Background: an optimization exercise with open tools, aiming at small area, a short achievable clock period and few clock cycles. Do not read the settings as production practice. The RTL was checked by simulation tests, not by an equivalence proof against the original design. Power is estimated from default activity; no workload was simulated.

## mips_multiciclo
module mips_multiciclo #(
    parameter logic [31:0] RESET_PC   = 32'h0000_0000,
    parameter int          MEM_ADDR_W = 32,
    parameter int          NUM_REGS   = mips_mc_pkg::c_NUM_REGS
) (
    input  logic                  clk,
    input  logic                  reset,
    output logic                  mem_req,
    output logic                  mem_we,
    output logic [MEM_ADDR_W-1:0] mem_addr,
    output logic [31:0]           mem_wdata,
    input  logic [31:0]           mem_rdata,
    input  logic                  mem_ready,
    output logic [31:0]           pc_out,
    output logic [31:0]           instr_out,
    output logic                  instr_done,
    output logic                  halted
);
    logic        r_v;                     
    logic        r_mph;                   
    logic        r_mlw;                   
    logic        r_halt;
    logic        r_wdone;
    logic [31:0] r_maddr;                 
    logic [31:0] r_ir, r_pc4, r_a, r_b;   
    logic [31:0] r_op2;                   
    logic [31:0] r_sdr;                   
    logic [4:0]  r_ldst;                  
    logic [31:0] r_wir, r_wpc;            
    logic        d_beq, d_bne, d_pt, d_j, d_jr, d_lw, d_sw, d_wr, d_ill, d_sub;
    logic        d_sel_sum, d_sel_slt, d_sel_and, d_sel_or, d_sel_nor, d_sel_sll, d_sel_srl;
    logic        d_sel_lui, d_sel_link;
    logic [4:0]  d_dst;
    logic [5:0]  f_op, f_funct;
    logic [4:0]  f_rs, f_rt, f_rd, f_dst;
    logic        f_rtype, f_is_ralu, f_is_jr, f_is_ialu, f_is_lw, f_is_sw, f_is_beq, f_is_bne;
    logic        f_is_j, f_is_jal, f_legal, f_wr;
    assign f_op    = mem_rdata[31:26];
    assign f_rs    = mem_rdata[25:21];
    assign f_rt    = mem_rdata[20:16];
    assign f_rd    = mem_rdata[15:11];
    assign f_funct = mem_rdata[5:0];
    assign f_rtype   = (f_op == OP_RTYPE);
    assign f_is_ralu = f_rtype && ((f_funct == FN_ADD) || (f_funct == FN_SUB) ||
                                   (f_funct == FN_AND) || (f_funct == FN_OR)  ||
                                   (f_funct == FN_NOR) || (f_funct == FN_SLT) ||
                                   (f_funct == FN_SLL) || (f_funct == FN_SRL));
    assign f_is_jr   = f_rtype && (f_funct == FN_JR);
    assign f_is_ialu = (f_op == OP_ADDI) || (f_op == OP_SLTI) || (f_op == OP_ANDI) ||
  ...
Settings: LEC_CHECK=0, CAP_MARGIN=20, CORE_MARGIN=2, CORE_UTILIZATION=50, CTS_BUF_LIST=sky130_fd_sc_hd__clkbuf_8, SLEW_MARGIN=20; clock period 10.0 ns.
standard.sh (not shown) runs the stock make flow with config.mk's settings and CLKGATE_MAP_FILE= SYNTH_SCRIPT=/design/flow/synth_recipe.tcl, a recipe that flattens the netlist after the stock synthesis.
==> flow/flow/run.sh <==
#!/bin/bash
set -o pipefail
export BUFFER_PORTS_ARGS="-buffer_cell sky130_fd_sc_hd__buf_4"
bash standard.sh SETUP_SLACK_MARGIN=6 finish > standard.log 2>&1
The baseline ran to the end with no violations.
Testbench counts at the start, summed over its fixed seeds: cycles 35,620.
Rerun with:
--- a/flow/design.v
+++ b/flow/design.v
@@ -193,66 +193,72 @@
         .i_wdata   (w_rf_wdata),
         .o_r31     (w_r31)
     );
     assign w_fwd_a  = w_ex && d_wr && (d_dst == f_rs);
     assign w_fwd_b  = w_ex && d_wr && (d_dst == f_rt);
     assign w_a_next = w_fwd_a ? w_res : w_rf_a;
     assign w_b_next = w_fwd_b ? w_res : w_rf_b;
     logic [31:0] w_op2_next;
     assign w_op2_next = f_rtype ? w_b_next :
                         ((f_op == OP_ANDI) || (f_op == OP_ORI)) ? {16'h0000, mem_rdata[15:0]} :
                         {{16{mem_rdata[15]}}, mem_rdata[15:0]};
-    logic [31:0] w_fa4, w_nfa;
+    logic [31:0] w_fa4;
     logic [30:0] w_bt_c;
     logic        f_pt;
-    assign w_fa4  = r_maddr + 32'd4;
-    assign w_bt_c = {r_maddr[31:2], 1'b1} + {{14{mem_rdata[15]}}, mem_rdata[15:0], 1'b1};
+    logic [16:0] w_lo_bt, w_lo_inc;
+    logic [13:0] w_hi, w_hi_p1, w_hi_m1, w_hi_bt;
+    assign w_hi     = r_maddr[31:18];
+    assign w_hi_p1  = w_hi + 14'd1;
+    assign w_hi_m1  = w_hi - 14'd1;
+    assign w_lo_inc = {1'b0, r_maddr[17:2]} + 17'd1;
+    assign w_lo_bt  = {1'b0, r_maddr[17:2]} + {1'b0, mem_rdata[15:0]} + 17'd1;
+    assign w_hi_bt  = mem_rdata[15] ? (w_lo_bt[16] ? w_hi : w_hi_m1) :
+                                      (w_lo_bt[16] ? w_hi_p1 : w_hi);
+    assign w_fa4    = {(w_lo_inc[16] ? w_hi_p1 : w_hi), w_lo_inc[15:0], r_maddr[1:0]};
+    assign w_bt_c   = {w_hi_bt, w_lo_bt[15:0], 1'b0};
     assign f_pt   = (f_is_beq && (mem_rdata[15] || (f_rs == f_rt))) ||
                     (f_is_bne && mem_rdata[15] && (f_rs != f_rt));
     always_comb begin
-        if (f_is_j || f_is_jal) w_nfa = {w_fa4[31:28], mem_rdata[25:0], 2'b00};
-        else if (f_is_jr)       w_nfa = w_r31;    
-        else if (f_pt)          w_nfa = {w_bt_c[30:1], r_maddr[1:0]};
-        else                    w_nfa = w_fa4;
-    end
-    always_comb begin
         if (d_j)       w_resume = {r_pc4[31:28], r_ir[25:0], 2'b00};
         else if (d_jr) w_resume = w_r31;
         else if (d_pt) w_resume = {w_bt, r_pc4[1:0]};
         else           w_resume = r_pc4;
     end
+    logic [31:0] w_ma_early, w_ma_next;
+    logic        w_ma_bt;
+    always_comb begin
+        if (r_mph)                        w_ma_early = w_resume;
+        else if (w_mispred)               w_ma_early = w_redir;
+        else if (w_ex && (d_lw || d_sw))  w_ma_early = w_sum;
+        else if (f_is_j || f_is_jal)      w_ma_early = {w_fa4[31:28], mem_rdata[25:0], 2'b00};
+        else if (f_is_jr)                 w_ma_early = w_r31;    
+        else                              w_ma_early = w_fa4;
+    end
+    assign w_ma_bt   = !r_mph && !w_mispred && !(w_ex && (d_lw || d_sw)) && f_pt;
+    assign w_ma_next = w_ma_bt ? {w_bt_c[30:1], r_maddr[1:0]} : w_ma_early;
     always_ff @(posedge clk) begin
         if (reset) begin
             r_v     <= 1'b0;
             r_mph   <= 1'b0;
             r_halt  <= 1'b0;
             r_wdone <= 1'b0;
             r_maddr <= RESET_PC;
         end else begin
             r_wdone <= (w_commit && !d_sw) || (w_mdone && !r_mlw);
             if (w_halt) r_halt <= 1'b1;
             if (w_fire) begin
                 r_v <= !w_mispred;
-                if (w_mispred) begin
-                    r_maddr <= w_redir;
-                end else if (w_ex && (d_lw || d_sw)) begin
-                    r_mph   <= 1'b1;
-                    r_maddr <= w_sum;
-                end else begin
-                    r_maddr <= w_nfa;
-                end
-            end
-            if (w_mdone) begin
-                r_mph <= 1'b0;
-                r_maddr <= w_resume;
+                if (!w_mispred && w_ex && (d_lw || d_sw)) r_mph <= 1'b1;
             end
+            if (w_mdone) r_mph <= 1'b0;
+            if (w_fire || w_mdone) r_maddr <= w_ma_next;
         end
     end
     always_ff @(posedge clk) begin
         if (w_fire) begin
             r_ir       <= mem_rdata;
             r_pc4      <= w_fa4;
             r_a        <= w_a_next;
             r_b        <= w_b_next;
             r_op2      <= w_op2_next;
             d_beq      <= f_is_beq;
             d_bne      <= f_is_bne;
Effect: Combinational power fell by 12%; clock-buffer cell count falls by 2; total power goes down by 3.1%; setup slack got worse by 0.16 ns; maximum frequency fell by 3.6%; sequential power came out lower by about 0.7%; utilization went up by 0.51 points; global-route usage is higher by 0.50 points; wire length increases by 0.46%; cell area went down by 0.51%; final cell count drops by 2.3%; sequential share of layout area climbs by 0.25 points.
Testbench counts after the change, summed over its fixed seeds: cycles 35,620.

* * *

== tundra ==
Another version of the RTL of mips_multiciclo (not shown whole).
For scale: roughly 1300 flip-flops, ~170 I/O pins, ~0.067 sq mm of cells after synthesis.
Settings: LEC_CHECK=0, CAP_MARGIN=20, CORE_MARGIN=2, CORE_UTILIZATION=50, CTS_BUF_LIST=sky130_fd_sc_hd__clkbuf_8, SLEW_MARGIN=20; clock period 10.0 ns.
Scripts as last shown in full above: flow/flow/run.sh
Testbench counts of tundra, summed over its fixed seeds: cycles 36,311.
Edits applied to the flow inputs when going from tundra to indigo:
--- a/flow/design.v
+++ b/flow/design.v
@@ -34,38 +34,43 @@
     input  logic [4:0]  i_raddr_b,
     output logic [31:0] o_rdata_a,
     output logic [31:0] o_rdata_b,
     input  logic        i_we,
     input  logic [4:0]  i_waddr,
     input  logic [31:0] i_wdata
 );
     logic [31:0]         r_regs [NUM_REGS];
     logic [NUM_REGS-1:0] r_valid;
-    logic [NUM_REGS-1:0] w_sel_a, w_sel_b;
+    logic [NUM_REGS-1:0] w_sel_a, w_sel_b, w_wen;
+    logic                w_byp_a, w_byp_b;
+    assign w_byp_a = i_we && (i_waddr != 5'd0) && (i_waddr == i_raddr_a);
+    assign w_byp_b = i_we && (i_waddr != 5'd0) && (i_waddr == i_raddr_b);
     assign r_regs[0] = '0;
     always_ff @(posedge clk) begin
         if (reset) begin
             r_valid <= '0;
         end else if (i_we && (i_waddr != 5'd0)) begin
             r_valid[i_waddr] <= 1'b1;
         end
     end
     for (genvar i = 1; i < NUM_REGS; i++) begin : g_reg
+        assign w_wen[i] = i_we && (i_waddr == i);
         always_ff @(posedge clk) begin
-            if (i_we && (i_waddr == i)) r_regs[i] <= i_wdata;
-        end
-    end
-    always_comb begin
-        o_rdata_a = '0;
-        o_rdata_b = '0;
+            if (w_wen[i]) r_regs[i] <= i_wdata;
+        end
+    end
+    assign w_wen[0] = 1'b0;
+    always_comb begin
+        o_rdata_a = {32{w_byp_a}} & i_wdata;
+        o_rdata_b = {32{w_byp_b}} & i_wdata;
         for (int i = 1; i < NUM_REGS; i++) begin
-            w_sel_a[i] = (i_raddr_a == i) && r_valid[i];
-            w_sel_b[i] = (i_raddr_b == i) && r_valid[i];
+            w_sel_a[i] = (i_raddr_a == i) && r_valid[i] && !w_wen[i];
+            w_sel_b[i] = (i_raddr_b == i) && r_valid[i] && !w_wen[i];
             o_rdata_a  = o_rdata_a | ({32{w_sel_a[i]}} & r_regs[i]);
             o_rdata_b  = o_rdata_b | ({32{w_sel_b[i]}} & r_regs[i]);
         end
         w_sel_a[0] = 1'b0;
         w_sel_b[0] = 1'b0;
     end
 endmodule
 `default_nettype wire
 `default_nettype none
@@ -149,19 +154,18 @@
                    ({32{d_sel_and  && w_nm}} & (r_a & r_op2)) |
                    ({32{d_sel_or   && w_nm}} & (r_a | r_op2)) |
                    ({32{d_sel_nor  && w_nm}} & ~(r_a | r_op2)) |
                    ({32{d_sel_sll  && w_nm}} & w_shl) |
                    ({32{d_sel_srl  && w_nm}} & w_shr) |
                    ({32{d_sel_lui  && w_nm}} & {r_ir[15:0], 16'h0000}) |
                    ({32{d_sel_link && w_nm}} & r_pc4) |
                    ({32{r_mph}}              & mem_rdata);
     logic        w_ex, w_fire, w_mdone, w_commit, w_halt, w_eq, w_taken, w_mispred;
-    logic        w_fwd_a, w_fwd_b;
     logic [31:0] w_redir, w_resume;
     logic [31:2] w_bt;
     assign w_ex      = r_v && !r_mph;
     assign w_fire    = !r_mph && !r_halt && mem_ready;
     assign w_mdone   = r_mph && mem_ready;
     assign w_commit  = w_fire && w_ex && !d_ill;
     assign w_halt    = w_fire && w_ex && d_ill;
     assign w_eq      = (r_a == r_b);
     assign w_taken   = (d_beq && w_eq) || (d_bne && !w_eq);
@@ -183,22 +187,20 @@
         .reset     (reset),
         .i_raddr_a (f_rs),
         .i_raddr_b (f_rt),
         .o_rdata_a (w_rf_a),
         .o_rdata_b (w_rf_b),
         .i_we      (w_rf_we),
         .i_waddr   (w_rf_waddr),
         .i_wdata   (w_rf_wdata)
     );
-    assign w_fwd_a  = w_ex && d_wr && (d_dst == f_rs);
-    assign w_fwd_b  = w_ex && d_wr && (d_dst == f_rt);
-    assign w_a_next = w_fwd_a ? w_res : w_rf_a;
-    assign w_b_next = w_fwd_b ? w_res : w_rf_b;
+    assign w_a_next = w_rf_a;
+    assign w_b_next = w_rf_b;
     logic [31:0] w_op2_next;
     assign w_op2_next = f_rtype ? w_b_next :
                         ((f_op == OP_ANDI) || (f_op == OP_ORI)) ? {16'h0000, mem_rdata[15:0]} :
                         {{16{mem_rdata[15]}}, mem_rdata[15:0]};
     logic [31:0] w_fa4, w_nfa;
     logic [30:0] w_bt_c;
     logic        f_pt;
     assign w_fa4  = r_maddr + 32'd4;
     assign w_bt_c = {r_maddr[31:2], 1'b1} + {{14{mem_rdata[15]}}, mem_rdata[15:0], 1'b1};
- Diff tundra -> indigo: row count now smaller; switching part of the total moved down.
- As of indigo, power drawn by the clock network had risen by more than 10% compared to tundra.
- indigo: instance count on the critical path lower than tundra
- Summary — share of the clock period used by the worst path, indigo relative to tundra: lower, by 0.81 points.
Testbench counts of indigo, summed over its fixed seeds: cycles 36,311.

[re-timing with driven ports]
How much do the figures lean on ideal ports? The routed layouts below were timed once more, with nothing changed but the port constraints.
Step 1, drivers: a clkbuf_16 drives clk and a buf_2 each remaining input, both assumed.
Step 2, shift: input delay + t, output delay - t, t = (earliest + latest rising clock arrival at the registers) / 2. This alone moves slack from input paths to output paths.
Three values: ideal ports, drivers, drivers and shift; two values: the first two.
run | shift t [ns] | setup WS [ns] | slew at the worst register clock pin (ns)
the first run of note 1 | 1.054 | 5.853 / 5.894 / 4.860 | 0.08 / 0.08
the second run of note 1 | 1.040 | 5.697 / 5.697 / 4.802 | 0.07 / 0.07
tundra | 1.046 | 5.731 / 5.774 / 4.728 | 0.08 / 0.08
indigo | 1.048 | 5.812 / 5.819 / 4.771 | 0.08 / 0.08
After both steps setup and hold are still met in every run listed. For indigo, which loses most, drivers alone change the setup slack by +0.007 ns; drivers and shift together by -1.041 ns.
